Source: an optimization exercise on an open RTL-to-GDS flow (aim: small area). Production flows keep margins and buffers that such runs may drop. The RTL was checked by simulation tests, not by an equivalence proof against the original design. No activity file was given, so power comes from the tool's default toggle rates.

## reg_bank_shadowed
module reg_bank_shadowed
#(
    parameter int unsigned DATA_WIDTH   = 16,
    parameter int unsigned RO_DEPTH     = 128,
    parameter int unsigned RW_DEPTH     = 128,
    parameter int unsigned RO_CH        = 4,
    parameter int unsigned DP_CH        = 4,
    parameter int unsigned COMMIT_MODE  = 0,
    parameter int unsigned RW_RESET_VAL = 0
) (
    input  logic                        clk,
    input  logic                        rst,
    input  logic [$clog2(RO_DEPTH + RW_DEPTH)-1:0] mem_addr,
    input  logic [DATA_WIDTH-1:0]       mem_data_in,
    input  logic                        mem_we,
    input  logic                        mem_re,
    output logic [DATA_WIDTH-1:0]       mem_data_out,
    output logic                        mem_rvalid,
    output logic                        mem_err,
    input  logic [RO_CH*DATA_WIDTH-1:0] ro_in,
    input  logic                        commit_req,
    input  logic                        frame_start,
    output logic                        commit_pending,
    output logic                        commit_done,
    output logic [DP_CH*DATA_WIDTH-1:0] dp_out
);
==> flow/config.mk <==
export PLATFORM = sky130hd
export DESIGN_NAME = reg_bank_shadowed
export DESIGN_NICKNAME = reg_bank_shadowed
export VERILOG_FILES = /design/flow/design.v
export SDC_FILE = /design/flow/constraint.sdc
export NUM_CORES = 4
export LEC_CHECK = 0
export CAP_MARGIN = 20
export CORE_MARGIN = 2
export CORE_UTILIZATION = 55
export CTS_BUF_LIST = sky130_fd_sc_hd__clkbuf_8
export CTS_CLUSTER_DIAMETER = 40
export CTS_CLUSTER_SIZE = 15
export GPL_TIMING_DRIVEN = 0
export SETUP_SLACK_MARGIN = 0.4
export SLEW_MARGIN = 20
export SYNTH_HIERARCHICAL = 1
==> flow/constraint.sdc <==
create_clock -name core_clock -period 4.5 [get_ports {clk}]
set_input_delay 0.9000 -clock core_clock [delete_from_list [all_inputs] [get_ports {clk}]]
set_output_delay 0.9000 -clock core_clock [all_outputs]
set_load 0.01 [all_outputs]
standard.sh (not shown) runs the stock make flow with config.mk's settings and CLKGATE_MAP_FILE= SYNTH_SCRIPT=/design/flow/synth_recipe.tcl, a recipe that flattens the netlist after the stock synthesis.
==> flow/flow/run.sh <==
#!/bin/bash
# Standard layout, with two ORFS options the settings list does not
# expose: drop the buffers ABC inserted before placement, and build the
# clock tree without dummy loads.
cp standard.sh standard_copy.txt
cp config.mk config_copy.txt
export REMOVE_ABC_BUFFERS=1
export CTS_ARGS="-sink_clustering_enable -repair_clock_nets -sink_clustering_size 15 -sink_clustering_max_diameter 40 -buf_list sky130_fd_sc_hd__clkbuf_8 -dont_use_dummy_load"
bash standard.sh > standard.log 2>&1
Rerun with:
==> flow/flow/run.sh (replaced) <==
#!/bin/bash
# Standard layout, with two ORFS options the settings list does not
# expose: drop the buffers ABC inserted before placement, and build the
# clock tree without dummy loads; after global routing, downsize gates
# off the critical paths (ORFS power recovery).
cp standard.sh standard_copy.txt
cp config.mk config_copy.txt
export REMOVE_ABC_BUFFERS=1
export RECOVER_POWER=100
export CTS_ARGS="-sink_clustering_enable -repair_clock_nets -sink_clustering_size 15 -sink_clustering_max_diameter 40 -buf_list sky130_fd_sc_hd__clkbuf_8 -dont_use_dummy_load"
bash standard.sh > standard.log 2>&1
CAP_MARGIN = 10   (was 20)
SLEW_MARGIN = 10   (was 20)
What happened: This time the run finished but fails on capacitance limit, slew limit, setup timing; non-clock buffer count decreases by 2; die area does not change; worst setup slack degrades by 0.32 ns; count of clock-buffer cells in the layout decreases by 3; cell area decreases by 1.2%; hold slack degrades by 0.12 ns; clock power barely changes; global-route usage barely changes; cell count hardly moves.
Rerun with:
==> flow/flow/run.sh (replaced) <==
#!/bin/bash
# Standard layout, with two ORFS options the settings list does not
# expose: drop the buffers ABC inserted before placement, and build the
# clock tree without dummy loads.
cp standard.sh standard_copy.txt
cp config.mk config_copy.txt
export REMOVE_ABC_BUFFERS=1
export CTS_ARGS="-sink_clustering_enable -repair_clock_nets -sink_clustering_size 15 -sink_clustering_max_diameter 40 -buf_list sky130_fd_sc_hd__clkbuf_8 -dont_use_dummy_load"
bash standard.sh > standard.log 2>&1
CAP_MARGIN = 20   (was 10)
CORE_UTILIZATION = 60   (was 55)
SETUP_SLACK_MARGIN = 0.6   (was 0.4)
SLEW_MARGIN = 20   (was 10)
Effect: With this change the flow finished with timing, DRC and antenna clean; first-iteration DRC count grows by 12%; fmax is higher by 11%; power decreases by 0.46%; setup slack is better by 0.46 ns; synthesized cell count is unchanged; area after synthesis is unchanged; die area fell by 8.2%; hold slack improved by 0.055 ns; wire length came out lower by 1.3%.
Rerun with:
==> flow/flow/run.sh (replaced) <==
#!/bin/bash
# Standard layout, with two ORFS options the settings list does not
# expose: drop the buffers ABC inserted before placement, and build the
# clock tree without dummy loads; after global routing, downsize gates
# off the critical paths (ORFS power recovery).
cp standard.sh standard_copy.txt
cp config.mk config_copy.txt
export REMOVE_ABC_BUFFERS=1
export RECOVER_POWER=50
export CTS_ARGS="-sink_clustering_enable -repair_clock_nets -sink_clustering_size 15 -sink_clustering_max_diameter 40 -buf_list sky130_fd_sc_hd__clkbuf_8 -dont_use_dummy_load"
bash standard.sh > standard.log 2>&1
CAP_MARGIN = 10   (was 20)
CORE_UTILIZATION = 55   (was 60)
SETUP_SLACK_MARGIN = 0.4   (was 0.6)
SLEW_MARGIN = 10   (was 20)
=> This time the run ran to the end with violations: capacitance limit, slew limit, setup timing; setup slack degrades by 0.40 ns; total power increases by 0.52%; count of clock-buffer cells in the layout went up by 19; fmax fell by 8.7%; sequential cell count is unchanged; wire length rose by 1.3%; critical path depth drops by 4; sequential share of layout area rose by 0.52 points; register-to-register slack degrades by 0.93 ns; die area grows by 9.0%; clock skew rose by 0.0091 ns.


reg_bank_shadowed, a different RTL version from the one above (not shown whole).
For scale: ~7,100 cells after synthesis, about 2,100 flip-flops, roughly 180 I/O pins, ~73,000 um2 of cells after synthesis.
Settings: LEC_CHECK=0, CAP_MARGIN=20, CORE_MARGIN=2, CORE_UTILIZATION=55, CTS_BUF_LIST=sky130_fd_sc_hd__clkbuf_8, CTS_CLUSTER_DIAMETER=40, CTS_CLUSTER_SIZE=15, GPL_TIMING_DRIVEN=0, PLACE_DENSITY=0.75, SETUP_SLACK_MARGIN=0.4, SLEW_MARGIN=20, SYNTH_HIERARCHICAL=1; clock period 4.5 ns.
==> flow/flow/run.sh <==
#!/bin/bash
# Standard layout, with ORFS options the settings list does not
# expose: drop the buffers ABC inserted before placement, and build the
# clock tree without dummy loads; port buffers are sky130_fd_sc_hd__buf_2.
export REMOVE_ABC_BUFFERS=1
export BUFFER_PORTS_ARGS="-buffer_cell sky130_fd_sc_hd__buf_2"
export CTS_ARGS="-sink_clustering_enable -repair_clock_nets -sink_clustering_size 15 -sink_clustering_max_diameter 40 -buf_list sky130_fd_sc_hd__clkbuf_8 -dont_use_dummy_load"
bash standard.sh > standard.log 2>&1
Rerun with:
- CORE_UTILIZATION: 55 -> 50
- PLACE_DENSITY: 0.75 -> default
Effect: Setup slack gains 0.064 ns; core utilization goes down by 4.6 points; die area goes up by 9.9%; synthesized cell count is unchanged; power goes up by 4.9%; routed wire length goes up by 7.3%; final area goes up by 1.6%; non-clock buffer count goes up by 25; clock power goes up by about 20%.
Rerun with:
- CORE_UTILIZATION: 50 -> 55
Result: The new run ran to the end with no violations; combinational power goes down slightly; sequential share of layout area rises by 0.51 points; routed wire length goes down slightly; register-to-register slack improves by 0.08 ns; die area is lower by a little under a tenth; final area went down slightly; utilization rose by 5.0 points.
Rerun with:
==> flow/flow/run.sh (replaced) <==
#!/bin/bash
# Standard layout, with two ORFS options the settings list does not
# expose: drop the buffers ABC inserted before placement, and build the
# clock tree without dummy loads.
cp standard.sh standard_copy.txt
cp config.mk config_copy.txt
export REMOVE_ABC_BUFFERS=1
export CTS_ARGS="-sink_clustering_enable -repair_clock_nets -sink_clustering_size 15 -sink_clustering_max_diameter 40 -buf_list sky130_fd_sc_hd__clkbuf_8 -dont_use_dummy_load"
bash standard.sh > standard.log 2>&1
- CAP_MARGIN: 20 -> 10
- SLEW_MARGIN: 20 -> 10
Result: Synthesized cell count is unchanged. Sequential power barely changes. Non-clock buffer count came out lower by 13. Design area came out higher by 0.68%. Area after synthesis is unchanged. First-iteration DRC count barely changes. Sequential share of layout area came out lower by 0.35 points. Count of clock-buffer cells in the layout does not change. Total power is about the same. Maximum frequency came out higher by 0.84%.


reg_bank_shadowed with an RTL version that a note above also has.
Size in the first run: ~7200 cells after synthesis, ~2100 flip-flops, roughly 180 I/O pins, about 73000 um^2 of cells after synthesis.
// reg_bank_shadowed
module reg_bank_shadowed
#(
    parameter int unsigned DATA_WIDTH   = 16,
    parameter int unsigned RO_DEPTH     = 128,
    parameter int unsigned RW_DEPTH     = 128,
    parameter int unsigned RO_CH        = 4,
    parameter int unsigned DP_CH        = 4,
    parameter int unsigned COMMIT_MODE  = 0,
    parameter int unsigned RW_RESET_VAL = 0
) (
    input  logic                        clk,
    input  logic                        rst,
    input  logic [$clog2(RO_DEPTH + RW_DEPTH)-1:0] mem_addr,
    input  logic [DATA_WIDTH-1:0]       mem_data_in,
    input  logic                        mem_we,
    input  logic                        mem_re,
    output logic [DATA_WIDTH-1:0]       mem_data_out,
    output logic                        mem_rvalid,
    output logic                        mem_err,
    input  logic [RO_CH*DATA_WIDTH-1:0] ro_in,
    input  logic                        commit_req,
    input  logic                        frame_start,
    output logic                        commit_pending,
  ...
==> flow/config.mk <==
export PLATFORM = sky130hd
export DESIGN_NAME = reg_bank_shadowed
export DESIGN_NICKNAME = reg_bank_shadowed
export VERILOG_FILES = /design/flow/design.v
export SDC_FILE = /design/flow/constraint.sdc
export NUM_CORES = 4
export LEC_CHECK = 0
export CAP_MARGIN = 0
export CORE_MARGIN = 2
export CORE_UTILIZATION = 55
export CTS_BUF_LIST = sky130_fd_sc_hd__clkbuf_8
export CTS_CLUSTER_DIAMETER = 40
export CTS_CLUSTER_SIZE = 15
export GPL_TIMING_DRIVEN = 0
export SETUP_SLACK_MARGIN = 0.5
export SLEW_MARGIN = 0
export SYNTH_HIERARCHICAL = 1
==> flow/constraint.sdc <==
create_clock -name core_clock -period 4.5 [get_ports {clk}]
set_input_delay 0.9000 -clock core_clock [delete_from_list [all_inputs] [get_ports {clk}]]
set_output_delay 0.9000 -clock core_clock [all_outputs]
set_load 0.01 [all_outputs]
==> flow/flow/run.sh <==
#!/bin/bash
# Standard layout, with two ORFS options the settings list does not
# expose: drop the buffers ABC inserted before placement, and build the
# clock tree without dummy loads.
cp standard.sh standard_copy.txt
cp config.mk config_copy.txt
export REMOVE_ABC_BUFFERS=1
export CTS_ARGS="-sink_clustering_enable -repair_clock_nets -sink_clustering_size 15 -sink_clustering_max_diameter 40 -buf_list sky130_fd_sc_hd__clkbuf_8 -dont_use_dummy_load"
bash standard.sh > standard.log 2>&1
The starting point reached the layout checks and failed them: capacitance limit, slew limit.
Then changed:
CAP_MARGIN = 10   (was 0)
SETUP_SLACK_MARGIN = 0.4   (was 0.5)
SLEW_MARGIN = 10   (was 0)
After rerunning:
- This time the run produced a clean layout
- clock skew came out lower by 0.0040 ns
- clock-buffer cell count went down by 4
- sequential power stays flat
- sequential share of layout area is lower by 0.18 points
- final area is higher by about 0.35%
- non-clock buffer count rises by 20
- worst setup slack gains 0.066 ns
- clock power barely changes

==> afterwards: timing with drivers on the ports <==
The results above use ideal ports. As a check the final layouts listed here were re-extracted and re-timed, cells and wires unchanged.
Step 1 (the two cells are an assumption about what drives the block):
set clk [get_ports {clk}]
set_driving_cell -lib_cell sky130_fd_sc_hd__clkbuf_16 $clk
set_driving_cell -lib_cell sky130_fd_sc_hd__buf_2 [delete_from_list [all_inputs] $clk]
Step 2 also shifts input and output timing later by t, the mid clock arrival at the registers, as if the neighbouring blocks saw the same clock.
Slacks: ideal / step 1 / step 2; pairs: ideal / step 1.
| run | t (ns) | setup slack, ns | worst setup path at the end |
|---|---|---|---|
| the first run of note 1 | 1.047 | 0.173 / 0.190 / -0.857 | input to register |
| the second run of note 1 | 1.067 | -0.146 / -0.113 / -1.180 | input to register |
| the third run of note 1 | 1.053 | 0.312 / 0.336 / -0.717 | input to register |
| the fourth run of note 1 | 1.073 | -0.088 / -0.125 / -1.198 | input to register |
| the first run of note 2 | 1.048 | 0.226 / 0.252 / -0.796 | input to register |
| the second run of note 2 | 1.081 | 0.290 / 0.319 / -0.762 | input to register |
| the third run of note 2 | 1.027 | 0.205 / 0.250 / -0.777 | input to register |
| the fourth run of note 2 | 1.045 | 0.241 / 0.264 / -0.781 | input to register |
| the first run of note 3 | 1.043 | 0.107 / 0.135 / -0.908 | input to register |
| the second run of note 3 | 1.066 | 0.173 / 0.195 / -0.870 | input to register |
For the fourth run of note 1, which loses most, drivers alone change the setup slack by -0.037 ns; drivers and shift together by -1.110 ns.
